This design comes from an exercise in tuning for small area, a short achievable clock period and few clock cycles on the open sky130 flow, not from production work.
Function was checked by simulation only, so behaviour that the tests miss may differ from the original.
No activity file was given, so power comes from the tool's default toggle rates.

==> design.v <==
package tetris_pkg;
    localparam int BOARD_W = 10;
    localparam int BOARD_H = 20;
    typedef logic [3:0] col_t;
    typedef logic [4:0] row_t;
    localparam col_t LAST_COL = col_t'(BOARD_W - 1);
    localparam row_t LAST_ROW = row_t'(BOARD_H - 1);
    localparam logic [23:0] RGB_BORDER     = 24'h808080;
    localparam logic [23:0] RGB_BACKGROUND = 24'h000000;
    function automatic logic [23:0] palette(input logic [2:0] c);
        logic [23:0] rgb;
        case (c)
            3'd0:     rgb = 24'h202020;
            3'd1:     rgb = 24'h00FFFF;
            3'd2:     rgb = 24'hFFFF00;
            3'd3:     rgb = 24'hA000F0;
            3'd4:     rgb = 24'h00F000;
            3'd5:     rgb = 24'hF00000;
            3'd6:     rgb = 24'h0000F0;
            3'd7:     rgb = 24'hF0A000;
            default: rgb = RGB_BACKGROUND;
        endcase
        palette = rgb;
    endfunction
endpackage
module board_bulk_fsm
(
    input  logic clk,
    input  logic reset,
    input  logic i_clr_req,
    input  logic i_shift_req,
    input  logic [4:0] i_shift_row,
    output logic o_busy,
    output logic o_op_done,
    output logic o_wr_ready,
    output logic o_clr_go,
    output logic o_shift_go
);
    logic r_op_done;
    always_comb begin
        o_clr_go   = i_clr_req;
        o_shift_go = !i_clr_req && i_shift_req && (i_shift_row <= tetris_pkg::LAST_ROW);
    end
    always_ff @(posedge clk) begin
        if (reset)
            r_op_done <= 1'b0;
        else
            r_op_done <= o_clr_go || o_shift_go;
    end
    assign o_busy     = 1'b0;
    assign o_wr_ready = 1'b1;
    assign o_op_done  = r_op_done;
endmodule
module tetris_board_renderer
(
    input  logic       CLOCK_50,
    input  logic       reset,
    input  logic [9:0] i_x,
    input  logic [8:0] i_y,
    output logic [7:0] o_r,
    output logic [7:0] o_g,
    output logic [7:0] o_b,
    input  logic       bus_wr_valid,
    output logic       bus_wr_ready,
    input  logic [3:0] bus_wr_col,
    input  logic [4:0] bus_wr_row,
    input  logic [2:0] bus_wr_color,
    input  logic       bus_clr_req,
    input  logic       bus_shift_req,
    input  logic [4:0] bus_shift_row,
    output logic       bus_busy,
    output logic       bus_op_done
);
    localparam int H = tetris_pkg::BOARD_H;
    localparam int W = tetris_pkg::BOARD_W;
    logic w_clr_go, w_shift_go;
    board_bulk_fsm u_bulk_fsm (
        .clk         (CLOCK_50),
        .reset       (reset),
        .i_clr_req   (bus_clr_req),
        .i_shift_req (bus_shift_req),
        .i_shift_row (bus_shift_row),
        .o_busy      (bus_busy),
        .o_op_done   (bus_op_done),
        .o_wr_ready  (bus_wr_ready),
        .o_clr_go    (w_clr_go),
        .o_shift_go  (w_shift_go)
    );
    logic         w_wipe;
    logic [H-1:0] w_sh, w_whit;
    logic [W-1:0] w_chit;
    logic         w_wr_go;
    always_comb begin
        w_wipe  = reset || w_clr_go;
        w_wr_go = bus_wr_valid && (bus_wr_col <= tetris_pkg::LAST_COL);
        for (int c = 0; c < W; c++)
            w_chit[c] = w_wipe || (w_wr_go && (bus_wr_col == 4'(c)));
        for (int r = 0; r < H; r++) begin
            w_sh[r] = !reset && w_shift_go && (5'(r) <= bus_shift_row);
            if (r == 0)
                w_whit[r] = w_wipe || (bus_wr_valid && !w_sh[r] && (bus_wr_row == 5'd0));
            else
                w_whit[r] = w_wipe || (bus_wr_valid &&
                            (w_sh[r] ? (bus_wr_row == 5'(r - 1)) : (bus_wr_row == 5'(r))));
        end
    end
    logic [H-1:0] r_p_sh, r_p_whit;
    logic [W-1:0] r_p_chit;
    logic [2:0]   r_p_color;
    logic [4:0]   r_p_wrow;
    always_ff @(posedge CLOCK_50) begin
        r_p_sh    <= w_sh;
        r_p_whit  <= w_whit;
        r_p_chit  <= w_chit;
        r_p_color <= w_wipe ? 3'd0 : bus_wr_color;
        r_p_wrow  <= bus_wr_row;
    end
    logic [2:0] r_cells [H][W];
    always_ff @(posedge CLOCK_50) begin
        for (int r = 0; r < H; r++)
            for (int c = 0; c < W; c++) begin
                if (r_p_whit[r] && r_p_chit[c])
                    r_cells[r][c] <= r_p_color;
                else if (r_p_sh[r])
                    r_cells[r][c] <= (r > 0) ? r_cells[(r > 0) ? r - 1 : 0][c] : 3'd0;
            end
    end
    logic [H:0]   w_ydec;           
    logic [W-1:0] w_xdec;
    logic [H:0]   w_therm;          
    logic         w_in_board, w_in_box;
    always_comb begin
        for (int k = 0; k <= H; k++) begin
            w_ydec[k]  = (k < H) && (i_y[8:2] == 7'(k + 5));
            w_therm[k] = (5'(k) <= bus_shift_row);
        end
        for (int c = 0; c < W; c++)
            w_xdec[c] = (i_x[9:2] == 8'(c + 15));
        w_in_board = (i_x >= 10'd60) && (i_x <= 10'd99) && (i_y >= 9'd20) && (i_y <= 9'd99);
        w_in_box   = (i_x >= 10'd58) && (i_x <= 10'd101) && (i_y >= 9'd18) && (i_y <= 9'd101);
    end
    logic         r_s1_in_board, r_s1_in_frame;
    logic [H-1:0] r_s1_row;
    logic [W-1:0] r_s1_col;
    logic         r_s1_fwd_col, r_s1_zero;
    always_ff @(posedge CLOCK_50) begin
        r_s1_in_board <= w_in_board;
        r_s1_in_frame <= w_in_box && !w_in_board;
        for (int r = 0; r < H; r++)
            r_s1_row[r] <= (w_ydec[r + 1] && w_shift_go && w_therm[r + 1]) ||
                           (w_ydec[r] && !(w_shift_go && w_therm[r]));
        r_s1_col     <= w_xdec;
        r_s1_zero    <= w_clr_go || (w_shift_go && w_ydec[0]);
        r_s1_fwd_col <= bus_wr_valid && (bus_wr_col == 4'(i_x[9:2] - 8'd15));
    end
    logic [2:0] w_rd, w_cell;
    logic       w_fwd;
    always_comb begin
        logic [2:0] row_v;
        w_rd  = 3'd0;
        w_fwd = 1'b0;
        for (int r = 0; r < H; r++) begin
            row_v = 3'd0;
            for (int c = 0; c < W; c++)
                row_v = row_v | (r_cells[r][c] & {3{r_s1_col[c]}});
            w_rd  = w_rd | (row_v & {3{r_s1_row[r]}});
            w_fwd = w_fwd | (r_s1_row[r] && (r_p_wrow == 5'(r)));
        end
        if (r_s1_zero)
            w_cell = 3'd0;
        else if (w_fwd && r_s1_fwd_col)
            w_cell = r_p_color;
        else
            w_cell = w_rd;
    end
    logic [23:0] r_rgb;
    always_ff @(posedge CLOCK_50) begin
        if (r_s1_in_board)
            r_rgb <= tetris_pkg::palette(w_cell);
        else if (r_s1_in_frame)
            r_rgb <= tetris_pkg::RGB_BORDER;
        else
            r_rgb <= tetris_pkg::RGB_BACKGROUND;
    end
    assign o_r = r_rgb[23:16];
    assign o_g = r_rgb[15:8];
    assign o_b = r_rgb[7:0];
endmodule
==> run.sh <==
#!/bin/bash
# synth_recipe.tcl (not shown) runs the flow's synth.tcl, then flattens the netlist and writes it again
# the make line also repeats each setting of config.mk as NAME=value (left out here)
make -C /OpenROAD-flow-scripts/flow DESIGN_CONFIG=/design/flow/config.mk WORK_HOME=/design/flow/orfs CLKGATE_MAP_FILE= SYNTH_SCRIPT=/design/flow/synth_recipe.tcl finish
==> config.mk <==
export PLATFORM = sky130hd
export DESIGN_NAME = tetris_board_renderer
export DESIGN_NICKNAME = tetris_board_renderer
export VERILOG_FILES = /design/flow/design.v
export SDC_FILE = /design/flow/constraint.sdc
export NUM_CORES = 4
export LEC_CHECK = 0
export ABC_AREA = 1
export CAP_MARGIN = 20
export CORE_MARGIN = 2
export CORE_UTILIZATION = 40
export SETUP_SLACK_MARGIN = 3.0
export SLEW_MARGIN = 20
==> constraint.sdc <==
create_clock -name core_clock -period 5.5 [get_ports {CLOCK_50}]
set_input_delay 1.1000 -clock core_clock [delete_from_list [all_inputs] [get_ports {CLOCK_50}]]
set_output_delay 1.1000 -clock core_clock [all_outputs]
set_load 0.01 [all_outputs]
==> results of run 1 <==
==> state kept, by name (all words and copies together), names as in the netlist, 3 cells and up <==
signal,cells
r_p_chit,10
r_rgb,12
r_s1_col,10
r_s1_row,20
r_p_whit,20
r_p_wrow,5
r_cells,600
r_p_color,3
r_p_sh,20
==> layout by cell type (no fill, tap or decap), types with 4 or more instances in the layout <==
master | synthesis | final
nand2_1 | 1971 | 1950
o21ai_0 | 618 | 614
edfxtp_1 | 600 | 600
nor2_1 | 210 | 170
inv_1 | 102 | 92
dfxtp_1 | 105 | 89
clkbuf_16 | 0 | 81
nand3_1 | 86 | 79
nor2_2 | 8 | 41
clkdlybuf4s50_1 | 0 | 35
buf_4 | 16 | 33
nand4_1 | 32 | 32
clkinv_1 | 21 | 29
dlygate4sd2_1 | 0 | 25
a21oi_1 | 23 | 23
nand2_2 | 2 | 21
nand3b_1 | 19 | 19
o31ai_1 | 19 | 19
clkbuf_1 | 111 | 18
nor3_1 | 14 | 13
o21ai_2 | 4 | 13
buf_12 | 0 | 13
nor2_4 | 5 | 12
clkinv_2 | 0 | 12
nand3_2 | 4 | 9
dfxtp_4 | 0 | 9
inv_2 | 3 | 8
clkbuf_8 | 0 | 8
buf_8 | 0 | 8
ha_1 | 9 | 7
buf_6 | 29 | 7
dfxtp_2 | 0 | 7
inv_6 | 0 | 6
nand2_4 | 3 | 5
nand3_4 | 3 | 5
bufinv_16 | 0 | 5
o21ai_1 | 11 | 4
dlymetal6s2s_1 | 0 | 4
==> power by group through the flow <==
stage / logic (mW) / registers, mW / clock network [mW]
2_1_floorplan: 0.720 / 6.83 / 0
5_1_grt: 1.09 / 7.02 / 5.35
6_report: 0.947 / 6.96 / 5.09
4_1_cts: 0.935 / 6.95 / 5.14
3_5_place_dp: 0.926 / 7.06 / 0
3_3_place_gp: 0.906 / 7.07 / 0
==> worst paths after layout <==
| check | startpoint | endpoint |
|---|---|---|
| worst max-delay path | r_s1_col[1]$_DFF_P_ | r_rgb[15]$_DFF_P_ |
| worst min-delay path | r_cells[57][0]$_DFFE_PP_ | r_cells[67][0]$_DFFE_PP_ |
| worst max register to register | r_s1_col[1]$_DFF_P_ | r_rgb[15]$_DFF_P_ |
| worst min register to register | r_cells[57][0]$_DFFE_PP_ | r_cells[67][0]$_DFFE_PP_ |
==> area by class of cell <==
type                    instances  area share, %
clock buffers                 105           5.41
clock inverters                31          0.776
inverters                     127           1.27
well taps                    1155           3.66
flip-flops and latches        705           51.1
repair buffers                131           3.76
multi-input cells            3073           34.1
==> through the flow <==
stage | instances | instance area (um^2) | util, %
after floorplan | 4107 | 34800 | -
after global placement | 5148 | 36000 | 41.7
after detailed placement | 5148 | 36000 | 41.7
after CTS | 5317 | 39100 | 45.2
after global routing | 5327 | 39500 | 45.7
final | 5327 | 39500 | 45.7
==> critical path, delay by kind of cell, from the launching register on <==
family	cells	cell delay (ns)
flops	1	0.36
fa+ha+maj	1	0.21
simple gates	11	1.22
buf+inv	3	0.39
compound gates	1	0.25
==> layer usage <==
metal | global-route usage (%) | vias up
li1 | - | 13724
met1 | 30.0 | 13319
met2 | 38.3 | 1088
met3 | 4.60 | 173
met4 | 7.04 | 0
met5 | 0 | -
==> cells by family (layout without fill, tap and decap cells) <==
| kind of cell | Yosys count | count (layout) | synth area share [%] |
|---|---|---|---|
| AND/OR/NAND/NOR | 2366 | 2366 | 26.9 |
| flip-flops | 705 | 705 | 57.8 |
| AO/OA/AOI/OAI | 692 | 692 | 10.3 |
| buffers and inverters | 329 | 394 | 4.51 |
| adder cells (fa/ha/maj) | 9 | 9 | 0.324 |
| XOR/XNOR | 4 | 4 | 0.101 |
| other | 2 | 2 | 0.0216 |
==> timing repair <==
| action | CTS | global route |
|---|---|---|
| gates resized for setup | 119 | 66 |
| endpoints found under the setup margin | 56 | 55 |
| hold buffers | 0 | 0 |
| gates cloned | 0 | 3 |
| pin swaps | 25 | 41 |
| setup buffers | 33 | 7 |
==> flow_summary.toml, run 1 <==
[run_status]
status = "timing/DRC/antenna clean"

[route]
ant_nets = 0
wl_met3_mm = 8.61
drt-vias-per-instance = 5.31
drt-total-wl_mm = 106
first_iter_violations = 2906
wl_met1_mm = 43.9
num_vias = 28304
drc = 0
wire_per_inst_um = 19.9
drt_pass1_iterations = 6
top_layer_used = "met4"
wl_met2_mm = 50.4

[logic_synthesis]
synth_cell_types = 51
post-synth-top-area-fraction_pct = 51.8
ys_seq_elements = 705
synth.top_cells.by_count = "1971 x nand2_1, 618 x o21ai_0, 600 x edfxtp_1"
synthCells = 4107
synth.avg_cell_area_um2 = 8.47
yosysMostFrequentCell = "nand2_1"
synth_fp_nets = 4157
synthArstFlopShare_pct = 0
synth_area_leaders = "edfxtp_1 52%, nand2_1 21%, o21ai_0 8.9%"
synthesis.area_mm2 = 0.0348
synth_largest_area_cell = "edfxtp_1"
synth_seq_area_share_pct = 57.8
yosys_warnings = 3
synth_edf_count = 600
synth_flop_cell = "edfxtp_1"

[timing]
tns_ns = 0
setup_violations = 0
holdWs_ns = 0.545
layout_min_cycle_time_ns = 2.55
fmax_mhz = 392
tightest_slew_ns = 1.06
relSlewSlack_pct = 29.4
slew_violations = 0
rsz0062_at_grt = "yes"
min_period_over_period_pct = 46.3
skew_ns = 0.0271
hold_viol = 0
worst_slack_ns = 2.95

[placed_design]
portBuffers = 64
dp_slack_ns = 2.11
hpwl_mm = 70.4
globalplace.congestion = 0.911

[floorplanning]
die_w_um = 299
die_y_um = 299
start_util_pct = 40.2
num_rows = 108
die_area_mm2 = 0.0894
core_mm2 = 0.0865
ios = 68

[pwr]
p_switching_mw = 3.25
combPwrFrac_pct = 7.3
clockPowerShare_pct = 39.2
power_leakage_nw = 16.6
power_mw = 13.0
power.internal_mw = 9.75
power_density_mw_per_mm2 = 329
switching_share_pct = 25.0
ir_drop_mv = 0.247
p_seq_share_pct = 53.6

[layout]
fillers = 8433
area_growth_pct = 13.5
multi_input_area_mm2 = 0.0135
seq_area_mm2 = 0.0202
fin_nets = 4165
drive_gt1_share_pct = 7.81
n_antenna_cell = 0

[grt]
grtUsageTotal_pct = 22.9
grt_max_degree = 121
grt_pass1_vias = 26154
grt_overflow = 0
grt_antenna_before_repair = 1
grt_pass1_wl_mm = 157

[cts]
clkLatencyLatePin_ns = 0.63
clkTransAtPathRegs_ns = 0.06
cts_made_buffers = 77
htreeDepth = 3
cts_root_buf = "clkbuf_16"
cts_tree = "yes"
cts_buffer_depth = 3
cts_sinks = 705

[critical_path]
crit_path_max_fanout = 8
rr_worst_depth = 16
required_ns = 6.01
crit_type = "reg2reg"
start_kind = "flop"
critPathMaxStageDelay_ns = 0.36
endpoint_kind = "flop"
worstPathCellList = "buf_12, buf_4, nand2_1, nand4_1, o21ai_2, nand2_2, nor2_4, nand2_1, nor2_2, nand2_2, nor2_4, nor2_4, inv_2, ha_4, nand3_4, nand3_2"
slowest_stage = "dfxtp_4"
rrSetupSlack_ns = 2.95
cpMostUsedCell = "nor2_4"
critical_path_arrival_ns = 3.06

[min_path]
hp-class = "reg2reg"
hold_depth = 2

[flow_run]
cap_violations = 0
Testbench counts, summed over its fixed seeds: cycles 11,597.
==> inputs of run 2 (changes only) <==
--- a/design.v
+++ b/design.v
@@ -87,39 +87,38 @@
         .o_shift_go  (w_shift_go)
     );
     logic         w_wipe;
-    logic [H-1:0] w_sh, w_whit;
+    logic [H-1:0] w_sh, w_wdec;
     logic [W-1:0] w_chit;
-    logic         w_wr_go;
     always_comb begin
-        w_wipe  = reset || w_clr_go;
-        w_wr_go = bus_wr_valid && (bus_wr_col <= tetris_pkg::LAST_COL);
+        w_wipe = reset || w_clr_go;
         for (int c = 0; c < W; c++)
-            w_chit[c] = w_wipe || (w_wr_go && (bus_wr_col == 4'(c)));
+            w_chit[c] = w_wipe || (bus_wr_valid && (bus_wr_col == 4'(c)));
         for (int r = 0; r < H; r++) begin
-            w_sh[r] = !reset && w_shift_go && (5'(r) <= bus_shift_row);
-            if (r == 0)
-                w_whit[r] = w_wipe || (bus_wr_valid && !w_sh[r] && (bus_wr_row == 5'd0));
-            else
-                w_whit[r] = w_wipe || (bus_wr_valid &&
-                            (w_sh[r] ? (bus_wr_row == 5'(r - 1)) : (bus_wr_row == 5'(r))));
+            w_sh[r]   = !reset && w_shift_go && (5'(r) <= bus_shift_row);
+            w_wdec[r] = w_wipe || (bus_wr_valid && (bus_wr_row == 5'(r)));
         end
     end
-    logic [H-1:0] r_p_sh, r_p_whit;
+    logic [H-1:0] r_p_sh, r_p_wdec, w_whit;
     logic [W-1:0] r_p_chit;
     logic [2:0]   r_p_color;
     logic [4:0]   r_p_wrow;
     always_ff @(posedge CLOCK_50) begin
         r_p_sh    <= w_sh;
-        r_p_whit  <= w_whit;
+        r_p_wdec  <= w_wdec;
         r_p_chit  <= w_chit;
         r_p_color <= w_wipe ? 3'd0 : bus_wr_color;
         r_p_wrow  <= bus_wr_row;
+    end
+    always_comb begin
+        for (int r = 0; r < H; r++)
+            w_whit[r] = (r > 0 && r_p_sh[r]) ? r_p_wdec[(r > 0) ? r - 1 : 0]
+                                             : (r_p_wdec[r] && !r_p_sh[r]);
     end
     logic [2:0] r_cells [H][W];
     always_ff @(posedge CLOCK_50) begin
         for (int r = 0; r < H; r++)
             for (int c = 0; c < W; c++) begin
-                if (r_p_whit[r] && r_p_chit[c])
+                if (w_whit[r] && r_p_chit[c])
                     r_cells[r][c] <= r_p_color;
                 else if (r_p_sh[r])
                     r_cells[r][c] <= (r > 0) ? r_cells[(r > 0) ? r - 1 : 0][c] : 3'd0;
--- a/config.mk
+++ b/config.mk
@@ -9,5 +9,5 @@
 export CAP_MARGIN = 20
 export CORE_MARGIN = 2
 export CORE_UTILIZATION = 40
-export SETUP_SLACK_MARGIN = 3.0
+export SETUP_SLACK_MARGIN = 3.2
 export SLEW_MARGIN = 20
==> run 2 against run 1 <==
Effect of this change: non-clock buffer count is 13 higher; synthesized area is 0.21% lower; highest routed layer unchanged; first-iteration DRC count is 24% higher; wire length is 11% higher; sequential power is 3% higher; still clean; global-route usage is 2.9 points higher; final cell count is 0.71% higher; via count is 3.5% higher.
==> flow_summary.toml, run 2 <==
[cts]
cts_sinks = 705
cts_buffer_depth = 3
htreeDepth = 3
cts_tree = "yes"
clkTransAtPathRegs_ns = 0.06
clkLatencyLatePin_ns = 0.63
cts_made_buffers = 76
cts_root_buf = "clkbuf_16"
hold_buffers = 0

[route]
num_vias = 29284
wl_met1_mm = 47.8
drt-vias-per-instance = 5.46
drt_pass1_iterations = 8
drc = 0
drt-total-wl_mm = 118
first_iter_violations = 3609
top_layer_used = "met4"
ant_nets = 0
wl_met3_mm = 10.5
wire_per_inst_um = 22.0
wl_met2_mm = 55.0

[floorplanning]
die_y_um = 299
die_w_um = 299
ios = 68
start_util_pct = 40.2
die_area_mm2 = 0.0892
core_mm2 = 0.0863
num_rows = 108

[logic_synthesis]
ys_seq_elements = 705
yosys_warnings = 3
synth_seq_area_share_pct = 57.9
synth_cell_types = 43
synth_area_leaders = "edfxtp_1 52%, nand2_1 22%, o21ai_0 9.0%"
synth_fp_nets = 4174
synth_flop_cell = "edfxtp_1"
synth.top_cells.by_count = "2030 x nand2_1, 623 x o21ai_0, 600 x edfxtp_1"
synthCells = 4124
synth.avg_cell_area_um2 = 8.42
synthesis.area_mm2 = 0.0347
post-synth-top-area-fraction_pct = 51.9
synth_largest_area_cell = "edfxtp_1"
synthArstFlopShare_pct = 0
synth_edf_count = 600
yosysMostFrequentCell = "nand2_1"

[timing]
min_period_over_period_pct = 46.1
hold_viol = 0
holdWs_ns = 0.539
slew_violations = 0
layout_min_cycle_time_ns = 2.53
relSlewSlack_pct = 31.4
tightest_slew_ns = 1.03
setup_violations = 0
fmax_mhz = 395
rsz0062_at_grt = "yes"
skew_ns = 0.0342
tns_ns = 0

[placed_design]
portBuffers = 65
dp.cells = 5173
hpwl_mm = 77.7
placed_area_mm2 = 0.0360
globalplace.congestion = 0.920

[layout]
fin_nets = 4199
largest_register_ffs = 600
top_register = "r_cells"
final_cell_area_mm2 = 0.0397
final_cell_mix = "1986 x nand2_1, 612 x o21ai_0, 600 x edfxtp_1, 198 x nor2_1, 102 x inv_1"
drive_gt1_share_pct = 8.67
final_util_pct = 46.0
fillers = 8364
area_growth_pct = 14.5
final_common_cell = "nand2_1"
stdcell_count = 5365

[grt]
grt_pass1_vias = 27313
grtUsageTotal_pct = 25.9
grt_pass1_wl_mm = 173
grt_max_degree = 126
grt_antenna_before_repair = 1
grt_overflow = 0

[critical_path]
critical_path_arrival_ns = 3.11
critPathMaxStageDelay_ns = 0.44
start_kind = "flop"
worstPathCellList = "buf_4, nand2_1, nand2_1, nor2_1, nand2_1, o21ai_4, nand2_2, nor2_1, nand3_2, nor2_4, nor2_4, inv_4, ha_4, nand4_1, nand3_1"
crit_type = "reg2reg"
slowest_stage = "dfxtp_4"
endpoint_kind = "flop"
required_ns = 6.07
crit_path_max_fanout = 7
cpMostUsedCell = "nand2_1"

[pwr]
power_leakage_nw = 16.9
ir_drop_mv = 0.217
power_density_mw_per_mm2 = 333

[flow_run]
cap_violations = 0

[run_status]
status = "timing/DRC/antenna clean"

[min_path]
hp-class = "reg2reg"
==> run 2: changes by cell type in the layout (fill, tap and decap cells not counted), sizes merged, moves of 12 or more <==
cell,before,now
nand3b,19,32
buf,64,94
nand2,1977,2036
nand4,33,19
dlygate4sd2,25,1
a21oi,23,11
clkinv,45,28
nand3,93,73
==> run 2: report_power, final <==
| part | total (mW) | internal [mW] | switching (mW) | leakage (nW) |
|---|---|---|---|---|
| registers | 7.16 | 6.63 | 0.530 | 7.09 |
| clock network | 4.98 | 2.82 | 2.16 | 1.16 |
| logic | 1.10 | 0.298 | 0.802 | 8.70 |
| total | 13.2 | 9.74 | 3.50 | 16.9 |
==> run 2: through the flow <==
| stage | total power [mW] | setup slack [ns] |
|---|---|---|
| 2_1_floorplan | 7.74 | 3.21 |
| 3_3_place_gp | 8.30 | 2.16 |
| 3_5_place_dp | 8.31 | 2.12 |
| 4_1_cts | 13.2 | 3.08 |
| 5_1_grt | 13.7 | 2.89 |
| 6_report | 13.2 | 2.97 |
==> run 2: final timing paths <==
check	startpoint	end	slack [ns]	cells after the start
hold reg to reg	r_s1_in_frame$_DFF_P_	r_rgb[15]$_DFF_P_	0.54	2
hold / removal	r_s1_in_frame$_DFF_P_	r_rgb[15]$_DFF_P_	0.54	2
setup / recovery	r_s1_col[8]$_DFF_P_	r_rgb[7]$_DFF_P_	2.97	15
setup reg to reg	r_s1_col[8]$_DFF_P_	r_rgb[7]$_DFF_P_	2.97	15
==> run 2: cell type report <==
cell class                 count  area [um^2]  area share, %
clock buffer                 106         2140           5.38
sequential                   705        20200           50.7
multi-input combinational   3103        13600           34.1
inverter                     119          473           1.19
timing repair buffer         144         1730           4.35
tap                         1155         1450           3.64
clock inverter                31          233          0.586
antenna                        2         5.00         0.0126
==> run 2: routing by layer <==
metal / up-vias / track usage, %
li1: 13773 / -
met1: 13815 / 34.5
met2: 1424 / 41.9
met3: 272 / 4.69
met4: 0 / 9.99
met5: - / 0
==> run 2: logic make-up (layout without fill, tap and decap cells) <==
| group | count (synthesis) | count (layout) | share of synthesized area, % |
|---|---|---|---|
| xor gates and xnor gates | 4 | 4 | 0.101 |
| and+or+nand+nor | 2410 | 2410 | 27.2 |
| AOI/OAI and AO/OA | 678 | 678 | 10.0 |
| DFF | 705 | 705 | 57.9 |
| adders and majority gates | 9 | 9 | 0.324 |
| other | 2 | 4 | 0.0216 |
| buffers and inverters | 316 | 400 | 4.42 |
==> run 2: worst max-delay path: cells and delay by family (launching register included) <==
kind | cells | cell delay [ns]
AO/OA/AOI/OAI | 1 | 0.28
adder cells (fa/ha/maj) | 1 | 0.14
buffers and inverters | 2 | 0.29
flip-flops | 1 | 0.44
AND/OR/NAND/NOR | 11 | 1.32
==> run 2: timing repair <==
item                       CTS  global route
buffers inserted            37             5
pin swaps                   53            46
setup endpoints to repair   98            83
resized for setup          255            49
gates cloned                 9             2
Testbench counts of run 2, summed over its fixed seeds: cycles 11,597.

[static timing again, ports no longer ideal]
No port has a modelled driver above. Below, the same layouts with a new extraction and two added sets of constraints. Step 1, drivers: a clkbuf_16 drives CLOCK_50 and a buf_2 each remaining input, both assumed. Step 2 also shifts input and output timing later by t, the mid clock arrival at the registers, as if the neighbouring blocks saw the same clock. Three values: ideal ports, drivers, drivers and shift; two values: the first two.
| run | t, ns | slack for setup (ns) | worst setup path after step 2 | worst register clock-pin slew, ns |
|---|---|---|---|---|
| run 1 | 0.679 | 2.951 / 2.951 / 2.416 | input to register | 0.06 / 0.06 |
| run 2 | 0.688 | 2.967 / 2.967 / 2.613 | input to register | 0.07 / 0.07 |
After both steps every run listed still meets setup and hold. The setup slack of run 1, which loses most, moves by 0.000 ns with the drivers and by -0.535 ns with both steps.
